Source: an optimization exercise on an open RTL-to-GDS flow (aim: small area and a short achievable clock period). Production flows keep margins and buffers that such runs may drop. The RTL was checked by simulation tests, not by an equivalence proof against the original design. No activity file was given, so power comes from the tool's default toggle rates.

## design/flow/run.sh

```bash
#!/bin/bash
# synth_recipe.tcl (not shown) runs the flow's synth.tcl, then flattens the netlist and writes it again
# the make line also repeats each setting of config.mk as NAME=value (left out here)
make -C /OpenROAD-flow-scripts/flow DESIGN_CONFIG=/design/flow/config.mk WORK_HOME=/design/flow/orfs CLKGATE_MAP_FILE= SYNTH_SCRIPT=/design/flow/synth_recipe.tcl finish
```

## design/flow/config.mk

```make
export PLATFORM = sky130hd
export DESIGN_NAME = decodeExecute
export DESIGN_NICKNAME = decodeExecute
export VERILOG_FILES = /design/flow/design.v
export SDC_FILE = /design/flow/constraint.sdc
export NUM_CORES = 4
export LEC_CHECK = 0
export CAP_MARGIN = 20
export CORE_MARGIN = 2
export CORE_UTILIZATION = 40
export SLEW_MARGIN = 20
```

## design/flow/constraint.sdc

```tcl
create_clock -name core_clock -period 7.0 [get_ports {Clock}]
set_input_delay 1.4000 -clock core_clock [delete_from_list [all_inputs] [get_ports {Clock}]]
set_output_delay 1.4000 -clock core_clock [all_outputs]
set_load 0.01 [all_outputs]
```

## design/flow/design.v

```verilog
`timescale 1ns/1ns
package mipsPkg;
    localparam int dataWidth    = 32;
    localparam int regAddrWidth = 5;
    localparam int aluOpWidth   = 5;
    localparam int opcodeWidth  = 6;
    localparam int functWidth   = 6;
    localparam int immWidth     = 16;
    localparam int regCount     = 1 << regAddrWidth;
    localparam logic [aluOpWidth-1:0] aluAdd = 5'd0;
    localparam logic [aluOpWidth-1:0] aluSub = 5'd1;
    localparam logic [aluOpWidth-1:0] aluAnd = 5'd2;
    localparam logic [aluOpWidth-1:0] aluOr  = 5'd3;
    localparam logic [aluOpWidth-1:0] aluXor = 5'd4;
    localparam logic [aluOpWidth-1:0] aluNor = 5'd5;
    localparam logic [aluOpWidth-1:0] aluSlt = 5'd6;
    localparam logic [aluOpWidth-1:0] aluSll = 5'd7;
    localparam logic [aluOpWidth-1:0] aluSrl = 5'd8;
    localparam logic [aluOpWidth-1:0] aluLui = 5'd9;
    localparam logic [opcodeWidth-1:0] opRType = 6'h00;
    localparam logic [opcodeWidth-1:0] opBeq   = 6'h04;
    localparam logic [opcodeWidth-1:0] opBne   = 6'h05;
    localparam logic [opcodeWidth-1:0] opAddi  = 6'h08;
    localparam logic [opcodeWidth-1:0] opSlti  = 6'h0a;
    localparam logic [opcodeWidth-1:0] opAndi  = 6'h0c;
    localparam logic [opcodeWidth-1:0] opOri   = 6'h0d;
    localparam logic [opcodeWidth-1:0] opLui   = 6'h0f;
    localparam logic [opcodeWidth-1:0] opLb    = 6'h20;
    localparam logic [opcodeWidth-1:0] opLw    = 6'h23;
    localparam logic [opcodeWidth-1:0] opSb    = 6'h28;
    localparam logic [opcodeWidth-1:0] opSw    = 6'h2b;
    localparam logic [functWidth-1:0] fnSll = 6'h00;
    localparam logic [functWidth-1:0] fnSrl = 6'h02;
    localparam logic [functWidth-1:0] fnAdd = 6'h20;
    localparam logic [functWidth-1:0] fnSub = 6'h22;
    localparam logic [functWidth-1:0] fnAnd = 6'h24;
    localparam logic [functWidth-1:0] fnOr  = 6'h25;
    localparam logic [functWidth-1:0] fnXor = 6'h26;
    localparam logic [functWidth-1:0] fnNor = 6'h27;
    localparam logic [functWidth-1:0] fnSlt = 6'h2a;
    localparam logic [1:0] memToRegAlu = 2'b01;
    localparam logic [1:0] memToRegMem = 2'b10;
    localparam logic [1:0] byteSelByte = 2'b01;
    localparam logic [1:0] byteSelWord = 2'b11;
    localparam logic [1:0] regDstRt    = 2'b01;
    localparam logic [1:0] regDstRd    = 2'b10;
    typedef union packed {
        struct packed {
            logic [opcodeWidth-1:0]  opcode;
            logic [regAddrWidth-1:0] rs;
            logic [regAddrWidth-1:0] rt;
            logic [regAddrWidth-1:0] rd;
            logic [regAddrWidth-1:0] shamt;
            logic [functWidth-1:0]   funct;
        } rType;
        struct packed {
            logic [opcodeWidth-1:0]  opcode;
            logic [regAddrWidth-1:0] rs;
            logic [regAddrWidth-1:0] rt;
            logic [immWidth-1:0]     imm;
        } iType;
    } instrWord;
endpackage
`timescale 1ns/1ns
import mipsPkg::*;
module controlDecoder (
    input  mipsPkg::instrWord                     instruction,
    output logic                                  regWrite,
    output logic                                  aluSrc,
    output logic                                  memWrite,
    output logic                                  memRead,
    output logic                                  branch,
    output logic                                  branchNe,
    output logic [1:0]                            memToReg,
    output logic [1:0]                            byteSel,
    output logic [1:0]                            regDst,
    output logic [mipsPkg::aluOpWidth-1:0]        aluOp,
    output logic [mipsPkg::dataWidth-1:0]         immExt
);
    logic [dataWidth-1:0] signExt;
    logic [dataWidth-1:0] zeroExt;
    assign signExt = {{(dataWidth-immWidth){instruction.iType.imm[immWidth-1]}},
                      instruction.iType.imm};
    assign zeroExt = {{(dataWidth-immWidth){1'b0}}, instruction.iType.imm};
    always_comb begin
        regWrite = 1'b0;
        aluSrc   = 1'b0;
        memWrite = 1'b0;
        memRead  = 1'b0;
        branch   = 1'b0;
        branchNe = 1'b0;
        memToReg = 2'b00;
        byteSel  = 2'b00;
        regDst   = 2'b00;
        aluOp    = aluAdd;
        immExt   = '0;
        case (instruction.iType.opcode)
            opRType: begin
                regWrite = 1'b1;
                memToReg = memToRegAlu;
                regDst   = regDstRd;
                immExt   = signExt;
                case (instruction.rType.funct)
                    fnAdd: aluOp = aluAdd;
                    fnSub: aluOp = aluSub;
                    fnAnd: aluOp = aluAnd;
                    fnOr:  aluOp = aluOr;
                    fnXor: aluOp = aluXor;
                    fnNor: aluOp = aluNor;
                    fnSlt: aluOp = aluSlt;
                    fnSll, fnSrl: begin
                        aluOp  = (instruction.rType.funct == fnSll) ? aluSll : aluSrl;
                        immExt = {{(dataWidth-regAddrWidth){1'b0}}, instruction.rType.shamt};
                    end
                    default: begin
                        regWrite = 1'b0;
                        memToReg = 2'b00;
                        regDst   = 2'b00;
                        immExt   = '0;
                    end
                endcase
            end
            opAddi, opSlti, opAndi, opOri, opLui: begin
                regWrite = 1'b1;
                aluSrc   = 1'b1;
                memToReg = memToRegAlu;
                regDst   = regDstRt;
                immExt   = signExt;
                case (instruction.iType.opcode)
                    opSlti:  aluOp = aluSlt;
                    opAndi:  aluOp = aluAnd;
                    opOri:   aluOp = aluOr;
                    opLui:   aluOp = aluLui;
                    default: aluOp = aluAdd;
                endcase
                if (instruction.iType.opcode == opAndi || instruction.iType.opcode == opOri) begin
                    immExt = zeroExt;
                end
            end
            opLw, opLb: begin
                regWrite = 1'b1;
                aluSrc   = 1'b1;
                memRead  = 1'b1;
                memToReg = memToRegMem;
                regDst   = regDstRt;
                byteSel  = (instruction.iType.opcode == opLb) ? byteSelByte : byteSelWord;
                immExt   = signExt;
            end
            opSw, opSb: begin
                aluSrc   = 1'b1;
                memWrite = 1'b1;
                byteSel  = (instruction.iType.opcode == opSb) ? byteSelByte : byteSelWord;
                immExt   = signExt;
            end
            opBeq, opBne: begin
                branch   = 1'b1;
                branchNe = (instruction.iType.opcode == opBne);
                aluOp    = aluSub;
                immExt   = signExt;
            end
            default: ;
        endcase
    end
endmodule
`timescale 1ns/1ns
import mipsPkg::*;
module registerFile (
    input  logic                              Clock,
    input  logic                              arstN,
    input  logic                              writeEnable,
    input  logic [mipsPkg::regAddrWidth-1:0]  readAddr1,
    input  logic [mipsPkg::regAddrWidth-1:0]  readAddr2,
    input  logic [mipsPkg::regAddrWidth-1:0]  writeAddr,
    input  logic [mipsPkg::dataWidth-1:0]     writeData,
    output logic [mipsPkg::dataWidth-1:0]     readData1,
    output logic [mipsPkg::dataWidth-1:0]     readData2
);
    logic [dataWidth-1:0] regs [regCount];
    logic                 writeLive;
    assign writeLive = writeEnable && (writeAddr != '0);
    always_ff @(posedge Clock or negedge arstN) begin
        if (!arstN) begin
            for (int i = 0; i < regCount; i++) begin
                regs[i] <= '0;
            end
        end else if (writeLive) begin
            regs[writeAddr] <= writeData;
        end
    end
    assign readData1 = (writeLive && writeAddr == readAddr1) ? writeData : regs[readAddr1];
    assign readData2 = (writeLive && writeAddr == readAddr2) ? writeData : regs[readAddr2];
endmodule
`timescale 1ns/1ns
import mipsPkg::*;
module idExRegister (
    input  logic                              Clock,
    input  logic                              arstN,
    input  logic                              flush,
    input  logic                              stall,
    input  logic                              regWriteIn,
    input  logic                              aluSrcIn,
    input  logic                              memWriteIn,
    input  logic                              memReadIn,
    input  logic                              branchIn,
    input  logic                              branchNeIn,
    input  logic [1:0]                        memToRegIn,
    input  logic [1:0]                        byteSelIn,
    input  logic [1:0]                        regDstIn,
    input  logic [mipsPkg::aluOpWidth-1:0]    aluOpIn,
    input  logic [mipsPkg::dataWidth-1:0]     pcIn,
    input  mipsPkg::instrWord                 instructionIn,
    input  logic [mipsPkg::dataWidth-1:0]     immIn,
    input  logic [mipsPkg::dataWidth-1:0]     readData1In,
    input  logic [mipsPkg::dataWidth-1:0]     readData2In,
    output logic                              regWriteOut,
    output logic                              aluSrcOut,
    output logic                              memWriteOut,
    output logic                              memReadOut,
    output logic                              branchOut,
    output logic                              branchNeOut,
    output logic [1:0]                        memToRegOut,
    output logic [1:0]                        byteSelOut,
    output logic [1:0]                        regDstOut,
    output logic [mipsPkg::aluOpWidth-1:0]    aluOpOut,
    output logic [mipsPkg::dataWidth-1:0]     pcOut,
    output mipsPkg::instrWord                 instructionOut,
    output logic [mipsPkg::dataWidth-1:0]     immOut,
    output logic [mipsPkg::dataWidth-1:0]     readData1Out,
    output logic [mipsPkg::dataWidth-1:0]     readData2Out
);
    logic [12+aluOpWidth+5*dataWidth-1:0] stageIn;
    logic [12+aluOpWidth+5*dataWidth-1:0] stageOut;
    assign stageIn = {regWriteIn, aluSrcIn, memWriteIn, memReadIn, branchIn, branchNeIn,
                      memToRegIn, byteSelIn, regDstIn, aluOpIn, pcIn, instructionIn,
                      immIn, readData1In, readData2In};
    assign {regWriteOut, aluSrcOut, memWriteOut, memReadOut, branchOut, branchNeOut,
            memToRegOut, byteSelOut, regDstOut, aluOpOut, pcOut, instructionOut,
            immOut, readData1Out, readData2Out} = stageOut;
    always_ff @(posedge Clock or negedge arstN) begin
        if (!arstN) begin
            stageOut <= '0;
        end else if (flush) begin
            stageOut <= '0;
        end else if (!stall) begin
            stageOut <= stageIn;
        end
    end
endmodule
`timescale 1ns/1ns
import mipsPkg::*;
module executeUnit (
    input  mipsPkg::instrWord                     instruction,
    input  logic [mipsPkg::dataWidth-1:0]         pc,
    input  logic [mipsPkg::dataWidth-1:0]         readData1,
    input  logic [mipsPkg::dataWidth-1:0]         readData2,
    input  logic [mipsPkg::dataWidth-1:0]         immExt,
    input  logic                                  aluSrc,
    input  logic [1:0]                            regDst,
    input  logic                                  branch,
    input  logic                                  branchNe,
    input  logic [mipsPkg::aluOpWidth-1:0]        aluOp,
    output logic [mipsPkg::dataWidth-1:0]         aluResult,
    output logic [mipsPkg::dataWidth-1:0]         branchTarget,
    output logic [mipsPkg::dataWidth-1:0]         storeData,
    output logic [mipsPkg::regAddrWidth-1:0]      destReg,
    output logic                                  branchTaken
);
    logic [dataWidth-1:0] operandB;
    logic [4:0]           shiftAmount;
    logic                 operandsEqual;
    assign operandB    = aluSrc ? immExt : readData2;
    assign shiftAmount = immExt[4:0];
    always_comb begin
        case (aluOp)
            aluAdd:  aluResult = readData1 + operandB;
            aluSub:  aluResult = readData1 - operandB;
            aluAnd:  aluResult = readData1 & operandB;
            aluOr:   aluResult = readData1 | operandB;
            aluXor:  aluResult = readData1 ^ operandB;
            aluNor:  aluResult = ~(readData1 | operandB);
            aluSlt:  aluResult = {{(dataWidth-1){1'b0}},
                                  ($signed(readData1) < $signed(operandB))};
            aluSll:  aluResult = readData2 << shiftAmount;
            aluSrl:  aluResult = readData2 >> shiftAmount;
            aluLui:  aluResult = {immExt[15:0], 16'h0000};
            default: aluResult = '0;
        endcase
    end
    assign operandsEqual = (readData1 == readData2);
    assign branchTaken   = branch && (branchNe ? !operandsEqual : operandsEqual);
    assign branchTarget  = pc + 32'd4 + {immExt[dataWidth-3:0], 2'b00};
    assign storeData = readData2;
    assign destReg   = (regDst == regDstRd) ? instruction.rType.rd : instruction.rType.rt;
endmodule
`timescale 1ns/1ns
import mipsPkg::*;
module decodeExecute (
    input  logic                                  Clock,
    input  logic                                  arstN,
    input  mipsPkg::instrWord                     instruction,
    input  logic [mipsPkg::dataWidth-1:0]         pc,
    input  logic                                  flush,
    input  logic                                  stall,
    input  logic                                  wbWrite,
    input  logic [mipsPkg::regAddrWidth-1:0]      wbAddr,
    input  logic [mipsPkg::dataWidth-1:0]         wbData,
    output logic [mipsPkg::dataWidth-1:0]         aluResult,
    output logic [mipsPkg::dataWidth-1:0]         storeData,
    output logic [mipsPkg::dataWidth-1:0]         branchTarget,
    output logic [mipsPkg::regAddrWidth-1:0]      destReg,
    output logic [1:0]                            memToReg,
    output logic [1:0]                            byteSel,
    output logic                                  branchTaken,
    output logic                                  regWrite,
    output logic                                  memWrite,
    output logic                                  memRead
);
    logic                  dRegWrite, dAluSrc, dMemWrite, dMemRead, dBranch, dBranchNe;
    logic [1:0]            dMemToReg, dByteSel, dRegDst;
    logic [aluOpWidth-1:0] dAluOp;
    logic [dataWidth-1:0]  dImm, dRead1, dRead2;
    logic                  eAluSrc, eBranch, eBranchNe;
    logic [1:0]            eRegDst;
    logic [aluOpWidth-1:0] eAluOp;
    logic [dataWidth-1:0]  ePc, eImm, eRead1, eRead2;
    mipsPkg::instrWord     eInstruction;
    controlDecoder decoder (
        .instruction(instruction), .regWrite(dRegWrite), .aluSrc(dAluSrc),
        .memWrite(dMemWrite), .memRead(dMemRead), .branch(dBranch), .branchNe(dBranchNe),
        .memToReg(dMemToReg), .byteSel(dByteSel), .regDst(dRegDst), .aluOp(dAluOp),
        .immExt(dImm)
    );
    registerFile regFile (
        .Clock(Clock), .arstN(arstN), .writeEnable(wbWrite),
        .readAddr1(instruction.rType.rs), .readAddr2(instruction.rType.rt),
        .writeAddr(wbAddr), .writeData(wbData), .readData1(dRead1), .readData2(dRead2)
    );
    idExRegister stageReg (
        .Clock(Clock), .arstN(arstN), .flush(flush), .stall(stall),
        .regWriteIn(dRegWrite), .aluSrcIn(dAluSrc), .memWriteIn(dMemWrite),
        .memReadIn(dMemRead), .branchIn(dBranch), .branchNeIn(dBranchNe),
        .memToRegIn(dMemToReg), .byteSelIn(dByteSel), .regDstIn(dRegDst),
        .aluOpIn(dAluOp), .pcIn(pc), .instructionIn(instruction), .immIn(dImm),
        .readData1In(dRead1), .readData2In(dRead2),
        .regWriteOut(regWrite), .aluSrcOut(eAluSrc), .memWriteOut(memWrite),
        .memReadOut(memRead), .branchOut(eBranch), .branchNeOut(eBranchNe),
        .memToRegOut(memToReg), .byteSelOut(byteSel), .regDstOut(eRegDst),
        .aluOpOut(eAluOp), .pcOut(ePc), .instructionOut(eInstruction), .immOut(eImm),
        .readData1Out(eRead1), .readData2Out(eRead2)
    );
    executeUnit execute (
        .instruction(eInstruction), .pc(ePc), .readData1(eRead1), .readData2(eRead2),
        .immExt(eImm), .aluSrc(eAluSrc), .regDst(eRegDst), .branch(eBranch),
        .branchNe(eBranchNe), .aluOp(eAluOp), .aluResult(aluResult),
        .branchTarget(branchTarget), .storeData(storeData), .destReg(destReg),
        .branchTaken(branchTaken)
    );
endmodule
```

==> flow_summary.ini <==
[power_and_ir_drop]
p_int_mw = 13.79
p_sw_mw = 6.204
p_clk_frac = 0.365
p_leak_nw = 33.10
power.density_nw_per_um2 = 260.1
peakVddDrop_mv = 0.2808
sequentialPowerShare = 0.454
power_switching_share = 0.3102
comb_power_share = 0.181

[place]
port_buffers = 214
hpwl_um = 206800
place_congestion = 1.021
place_area_um2 = 72140
dpl.cell_count = 8114

[cells_and_area]
drive_above_1_share = 0.2796
multi_input_area_um2 = 35170
syn_to_final_growth_pct = 15.88
fillers = 15230
layout.cells.non_filler = 8376
seqCellArea_um2 = 29090
finish.utilization = 0.4664
nets = 6330
postLayoutCellArea_um2 = 76870

[critical_path]
cpPeakStageDelay_ps = 540
crit_chain = mux2i_2 -> inv_1 -> ha_1 -> inv_1 -> fa_1 -> nor2b_1 -> o221ai_1 -> a211oi_1 -> nand4b_1 -> a21oi_2 -> o21a_1 -> o21ai_1 -> a221oi_2 -> o2111ai_1 -> nand3_1 -> clkdlybuf4s50_1
worstPathRequired_ps = 5600
cp-start-kind = flip-flop
slowest_stage = clkdlybuf4s50_1
reg2reg_setup_slack_ps = 4070
cpMostUsedCell = inv_1
critPathMaxFanout = 5
reg2reg_from = regFile.regs[14][8]
critical_path_class = flip-flop to primary output
cp_data_arrival_time_ps = 5350
crit_path_end_kind = primary output
reg2reg_depth = 7
r2r-end = stageReg.stageOut[40]
startpoint = stageReg.stageOut[175]
crit_path_end = aluResult[0]

[drt]
wl_per_cell_um = 39.88
drtAntennaViolNets = 0
first_pass_iters = 13
vias = 61350
viasPerCell = 7.325
drtIter0Drc = 11130
wl_um = 334000
drc = 0

[timing]
slew_headroom = 0.09688
hold_ws_ps = 410.3
report.final.slew_viol_count = 0
hold_violations = 0
period_needed_ps = 6751
fin_skew_ps = 36.35
setup_tns_ps = 0
rsz0062_at_grt = no
setup_viol = 0
period_share = 0.9644
worst_pin_slew_ps = 1352
timing.fmax_ghz = 0.1481

[run]
drv_cap = 0

[logic_synthesis]
synth_area_um2 = 66340
synth_top_area_cell = dfrtp_1
syn-instance-count = 6049
yosysTopAreaCellShare = 0.4383
syn_avg_cell_area_um2 = 10.97
synth-seq-cells = 1162
yosysSeqAreaShare = 0.4383
ys.flop_type = dfrtp_1
synth_edf_count = 0
netlist_top_cells_count = dfrtp_1, mux2_2, clkbuf_1
synthesis.nets = 6314
synth_cell_types = 85
synth_warnings = 5
yosysMostFrequentCell = dfrtp_1
yosys-top-cells-area = dfrtp_1, mux2_2, a221oi_1, a22o_1, a22oi_1
async_flop_share = 1.000

[global_routing]
grt_pass1_vias = 58520
grt_util_all_layers = 0.3843
grt-ovfl-total = 0
grt_pass1_wl_um = 461800
grt_max_degree = 152
antenna_found_initial = 20

[die]
die-height_um = 411.2
dieArea_um2 = 169100
coreArea_um2 = 164800
io_pins = 215
die_x_um = 411.2
num_rows = 149
initial_core_util = 0.4025

[clock_tree]
cts_made_buffers = 130
clk_latency_ps = 800
clock_tree.root_cell = clkbuf_16
cts_tree = done
clkTransAtPathRegs_ps = 70
clkSinkCount = 1162
cts_htree_levels = 4
clk_path_buf_depth = 3
hold_buffers = 0

[hold_path]
hp-class = flip-flop to flip-flop
whs_path_depth = 0

[run_status]
status = no timing/DRC/antenna violations
## worst min path at each step
stage,endpoint,slack (ps),start
CTS,regFile.regs[0][18],410,regFile.regs[0][18]
global placement,regFile.regs[0][1],390,regFile.regs[0][1]
global route,regFile.regs[0][2],410,regFile.regs[0][2]
detailed placement,regFile.regs[0][9],390,regFile.regs[0][9]
finish,regFile.regs[0][8],410,regFile.regs[0][8]
floorplan,stageReg.stageOut[172],440,stageReg.stageOut[172]
## worst max-delay path: cells and delay by family, from the launching register on
family	cells	cell delay [ps]
AOI/OAI and AO/OA	7	1870
buffers and inverters	3	710
and+or+nand+nor	3	630
DFF	1	440
muxes	1	180
adders and majority gates	2	690
## state kept, by name, indices dropped and copies added (netlist names)
register,flops
regFile.regs,1024
stageReg.stageOut,138
## cell type report
| cell class | count | share of cell area |
|---|---|---|
| multi-input cells | 4137 | 0.4575 |
| repair buffers | 508 | 0.06348 |
| well taps | 2189 | 0.03563 |
| clock buffers | 177 | 0.04841 |
| flip-flops and latches | 1162 | 0.3784 |
| inverters | 126 | 0.006202 |
| clock inverters | 60 | 0.009815 |
| diodes | 17 | 0.0005534 |
## cells by family after synthesis
| group | count (synthesis) | synth area share |
|---|---|---|
| adder cells (fa/ha/maj) | 159 | 0.03033 |
| AO/OA/AOI/OAI | 1787 | 0.2063 |
| flip-flops | 1162 | 0.4383 |
| AND/OR/NAND/NOR | 947 | 0.06800 |
| XOR/XNOR | 76 | 0.01003 |
| buffers and inverters | 750 | 0.04336 |
| multiplexers | 1168 | 0.2037 |
## what timing repair did
action,in CTS,in global routing
gates resized for setup,6,19
pin swaps,0,3
cloned,0,0
setup endpoints to repair,4,7
setup buffers,2,1
## through the flow
stage / total power [mW] / worst slack [ps]
global route: 20.56 / 12.22
global placement: 12.46 / 702.9
detailed placement: 12.57 / 683.1
finish: 20.00 / 249.3
CTS: 19.79 / 5.757
floorplan: 10.85 / 1171
## layout by cell type (no fill, tap or decap), types with 76 or more instances in the layout
cell type	count
inv_1	123
a211oi_1	104
clkbuf_16	131
a21oi_1	202
nand4_1	147
clkdlybuf4s50_1	200
nor2_1	284
buf_4	251
a221oi_1	358
nand2_1	145
ha_1	153
dfrtp_1	1157
nor2_4	76
mux2_2	1004
nand3_1	95
a22o_1	335
mux2i_1	117
o21ai_0	149
a22oi_1	319
## metal layers
metal,routed length [µm],track usage,vias to the layer above,part of all wire
met5,136,0.005370,-,0.00041
met4,29100,0.2574,14,0.087
met3,48150,0.1555,1719,0.14
met2,136900,0.5481,5606,0.41
met1,119700,0.4752,30550,0.36
li1,-,-,23460,-
## power by group through the flow
stage          Sequential [mW]  Combinational [mW]  Clock, mW
2_1_floorplan             8.66                2.19          0
3_3_place_gp              9.06                3.41          0
3_5_place_dp              9.09                3.48          0
4_1_cts                   8.98                3.49       7.32
5_1_grt                   9.15                3.81       7.60
6_report                  9.08                3.61       7.31

## static timing again, ports no longer ideal
The flow's constraints put no driver on any port. The routed layout listed below was extracted and timed again, unchanged, in two steps.
Step 1 assumes that a clkbuf_16 drives the clock port and a buf_2 every other input.
Step 2 adds t to the input delays and takes it off the output delays; t is the mean of the earliest and latest rising clock arrival at the registers after step 1. Input paths then give back, and output paths get back, about the clock's delay inside the block.
a / b / c = ideal / step 1 / step 2; a / b = the first two.
t, ns: 0.869
setup WS [ns]: 0.249 / 0.167 / 0.898
hold WS [ns]: 0.410 / 0.410 / 0.410
worst setup path at the end: input to register
cell pins on the clock port's net: 1
After both steps this run still meets setup and hold. For this run, drivers alone change the setup slack by -0.082 ns; drivers and shift together by +0.649 ns.
